This is an optimization exercise on Yosys and OpenROAD, whose aim is a short achievable clock period and few clock cycles per item, not a production implementation. Only simulation tests tie the RTL to the original design; equivalence was not proved. Power and IR drop assume default switching activity.

job 9397:
## cpu_top
module cpu_top (
    input  logic        clk,
    input  logic        reset,
    output logic [9:0]  instr_addr,
    input  logic [17:0] instr_data,
    output logic [9:0]  mem_addr,
    output logic [17:0] mem_wdata,
    output logic        mem_we,
    output logic        mem_re,
    input  logic [17:0] mem_rdata
);
make LEC_CHECK=0 CAP_MARGIN=20 CORE_MARGIN=2 CORE_UTILIZATION=50 GPL_TIMING_DRIVEN=1 SETUP_SLACK_MARGIN=3.5 SLEW_MARGIN=20 finish   # period 6.0 ns
run.sh (not shown) runs the stock make flow with config.mk's settings and CLKGATE_MAP_FILE= SYNTH_SCRIPT=/design/flow/synth_recipe.tcl, a recipe that flattens the netlist after the stock synthesis.
Testbench counts of job 9397, summed over its fixed seeds: cycles 93,623, instrs 84,944.
Inputs modified between job 9397 and job 1487:
# job 9397
export LEC_CHECK = 0
export CAP_MARGIN = 20
export CORE_MARGIN = 2
export CORE_UTILIZATION = 50
export GPL_TIMING_DRIVEN = 1
export SETUP_SLACK_MARGIN = 3.5
export SLEW_MARGIN = 20
create_clock -name core_clock -period 6.0 [get_ports {clk}]
# job 1487
export LEC_CHECK = 0
export CAP_MARGIN = 20
export CORE_MARGIN = 2
export CORE_UTILIZATION = 60
export GPL_TIMING_DRIVEN = 1
export SETUP_SLACK_MARGIN = 3.3
export SLEW_MARGIN = 20
create_clock -name core_clock -period 6.0 [get_ports {clk}]
==> comparison <==
- Comparing the two runs side by side, job 1487 comes out ahead of job 9397 on post-placement setup slack.
- On first-pass GRT wire length: between job 9397 and job 1487, it ends up higher for job 9397.
- Job 9397 ended up with more cell instances than job 1487 did.
- Area after synthesis: job 1487 vs job 9397, no meaningful difference
Input-level comparison between job 6103 and job 1487:
# job 1487
export LEC_CHECK = 0
export CAP_MARGIN = 20
export CORE_MARGIN = 2
export CORE_UTILIZATION = 60
export GPL_TIMING_DRIVEN = 1
export SETUP_SLACK_MARGIN = 3.3
export SLEW_MARGIN = 20
create_clock -name core_clock -period 6.0 [get_ports {clk}]
# job 6103
export LEC_CHECK = 0
export CAP_MARGIN = 20
export CORE_MARGIN = 2
export CORE_UTILIZATION = 55
export GPL_TIMING_DRIVEN = 1
export PLACE_DENSITY = 0.75
export SETUP_SLACK_MARGIN = 3.4
export SLEW_MARGIN = 20
create_clock -name core_clock -period 6.0 [get_ports {clk}]
Findings:
The flow did not stop early for job 6103: all stages ran, and the layout cleared the timing, DRC and antenna checks. Compared to job 1487, job 6103 has final clock period utilization by the worst path 1.4 points higher. In the flow results for job 6103 and job 1487, the growth of design area from synthesis to finish is larger on job 6103. The worst-case vdd ir drop in job 6103 was lower than what job 1487 gave. Placed instance count, job 6103 and job 1487, higher one = job 6103. Job 6103 ended up with more standard cells than job 1487.


cpu_top again, from the RTL that the note above started with.
Design cpu_top, start of the top module:
module cpu_top (
    input  logic        clk,
    input  logic        reset,
    output logic [9:0]  instr_addr,
    input  logic [17:0] instr_data,
    output logic [9:0]  mem_addr,
    output logic [17:0] mem_wdata,
    output logic        mem_we,
    output logic        mem_re,
    input  logic [17:0] mem_rdata
);
    localparam int PD_LD   = 0;
    localparam int PD_ST   = 1;
    localparam int PD_CMP  = 2;
    localparam int PD_BR   = 3;    
    localparam int PD_JMP  = 4;    
    localparam int PD_WR   = 5;    
    localparam int PD_IMM  = 6;
    localparam int PD_ADD  = 7;    
    localparam int PD_NOR  = 8;
    localparam int PD_AND  = 9;    
    localparam int PD_NAND = 10;
    localparam int PD_CM   = 11;   
    localparam int PD_RX   = 15;   
    localparam int PD_RY   = 19;   
    localparam int PD_W    = 23;
    function automatic logic [PD_W-1:0] predecode(input logic [17:0] w);
        logic [PD_W-1:0] p;
        logic [3:0] op;
        logic       cmp, st;
        op = w[17:14];
        cmp = (op == 4'b0011);
        st  = (op == 4'b1001);
        p = '0;
        p[PD_LD]   = (op == 4'b1000);
        p[PD_ST]   = st;
        p[PD_CMP]  = cmp;
        p[PD_BR]   = op[3] && (op[3:1] != 3'b100);
        p[PD_JMP]  = (op == 4'b1111);
        p[PD_WR]   = (op == 4'b0000) || (op == 4'b0001) || (op == 4'b0010) ||
                     (op == 4'b0100) || (op == 4'b0101) || (op == 4'b0110) ||
                     (op == 4'b1000);
        p[PD_IMM]  = (op == 4'b0001) || (op == 4'b0101);
        p[PD_ADD]  = (op == 4'b0000) || (op == 4'b0001);
        p[PD_NOR]  = (op == 4'b0010);
  ...
==> flow/config.mk <==
export PLATFORM = sky130hd
export DESIGN_NAME = cpu_top
export DESIGN_NICKNAME = cpu_top
export VERILOG_FILES = /design/flow/design.v
export SDC_FILE = /design/flow/constraint.sdc
export NUM_CORES = 4
export LEC_CHECK = 0
export CAP_MARGIN = 20
export CORE_MARGIN = 2
export CORE_UTILIZATION = 50
export GPL_TIMING_DRIVEN = 1
export SETUP_SLACK_MARGIN = 3.5
export SLEW_MARGIN = 20
==> flow/constraint.sdc <==
create_clock -name core_clock -period 6.0 [get_ports {clk}]
set_input_delay 1.2000 -clock core_clock [delete_from_list [all_inputs] [get_ports {clk}]]
set_output_delay 1.2000 -clock core_clock [all_outputs]
set_load 0.01 [all_outputs]
standard.sh (not shown) runs the stock make flow with config.mk's settings and CLKGATE_MAP_FILE= SYNTH_SCRIPT=/design/flow/synth_recipe.tcl, a recipe that flattens the netlist after the stock synthesis.
==> flow/flow/run.sh <==
#!/bin/bash
# The standard layout, with the synthesis step that maps adders to the
# library's half- and full-adder cells turned off, so that ABC maps the
# adder, comparator and incrementers as plain logic.
set -e
cp standard.sh standard_sh.log
export ADDER_MAP_FILE=
bash standard.sh > standard.log 2>&1
The starting point completed without violations.
Testbench counts at the start, summed over its fixed seeds: cycles 93,623, instrs 84,944.
Rerun with:
==> flow/run.sh (new file) <==
#!/bin/bash
# synth_recipe.tcl (not shown) runs the flow's synth.tcl, then flattens the netlist and writes it again
# the make line also repeats each setting of config.mk as NAME=value (left out here)
make -C /OpenROAD-flow-scripts/flow DESIGN_CONFIG=/design/flow/config.mk WORK_HOME=/design/flow/orfs CLKGATE_MAP_FILE= SYNTH_SCRIPT=/design/flow/synth_recipe.tcl finish
CORE_UTILIZATION = 55   (was 50)
SETUP_SLACK_MARGIN = 3.0   (was 3.5)
removed: flow/flow/run.sh
removed: flow/standard.sh
Effect: Via count decreases by 3.1%. Setup slack gets worse by 0.23 ns. Combinational power goes down by 5.2%. Power shrinks by 2.2%. Die area drops by 7.9%. Sequential power shrinks by about 0.5%. Final area drops by 3.1%. Area after synthesis climbs by 1.2%. Clock power drops by about 0.9%. Non-clock buffer count goes down by 100. Routed wire length is lower by 1.4%.
Rerun with:
GPL_ROUTABILITY_DRIVEN = 0   (was not set)
SETUP_SLACK_MARGIN = 3.4   (was 3.0)
Result: The changed run completed with no timing, DRC or antenna violations; non-clock buffer count went up by 62; count of clock-buffer cells in the layout went down by 3; global-route usage went up by 0.28 points; first-iteration DRC count went up by about 1%; power went up by about 3%.

==> port drivers added, routing unchanged <==
Ports are ideal in the flow. The routed layouts listed here were re-timed in OpenROAD. Step 1, drivers: a clkbuf_16 drives clk and a buf_2 each remaining input, both assumed. Step 2 times the ports against the registers' clock, not the clock port: input delays grow and output delays shrink by t, the midpoint of the rising clock arrivals with the driver on. Slacks: ideal / step 1 / step 2; pairs: ideal / step 1.
run | t, ns | slack for setup (ns) | hold slack, ns | slew at the worst register clock pin (ns) | worst data-port slew with drivers (ns)
job 9397 | 0.733 | 3.330 / 3.261 / 2.773 | 0.375 / 0.375 / 0.375 | 0.07 / 0.07 | 0.12
job 1487 | 0.718 | 3.281 / 3.276 / 2.573 | 0.379 / 0.379 / 0.379 | 0.07 / 0.07 | 0.09
job 6103 | 0.726 | 3.195 / 3.195 / 2.642 | 0.387 / 0.387 / 0.387 | 0.07 / 0.07 | 0.06
the first run of note 2 | 0.735 | 3.280 / 3.283 / 2.548 | 0.385 / 0.385 / 0.385 | 0.07 / 0.07 | 0.07
the second run of note 2 | 0.719 | 3.053 / 2.986 / 2.465 | 0.373 / 0.373 / 0.373 | 0.07 / 0.07 | 0.04
the third run of note 2 | 0.720 | 3.271 / 3.261 / 2.794 | 0.377 / 0.377 / 0.377 | 0.07 / 0.07 | 0.08
After both steps setup and hold are still met in every run listed. For the first run of note 2, which loses most, drivers alone change the setup slack by +0.003 ns; drivers and shift together by -0.732 ns.
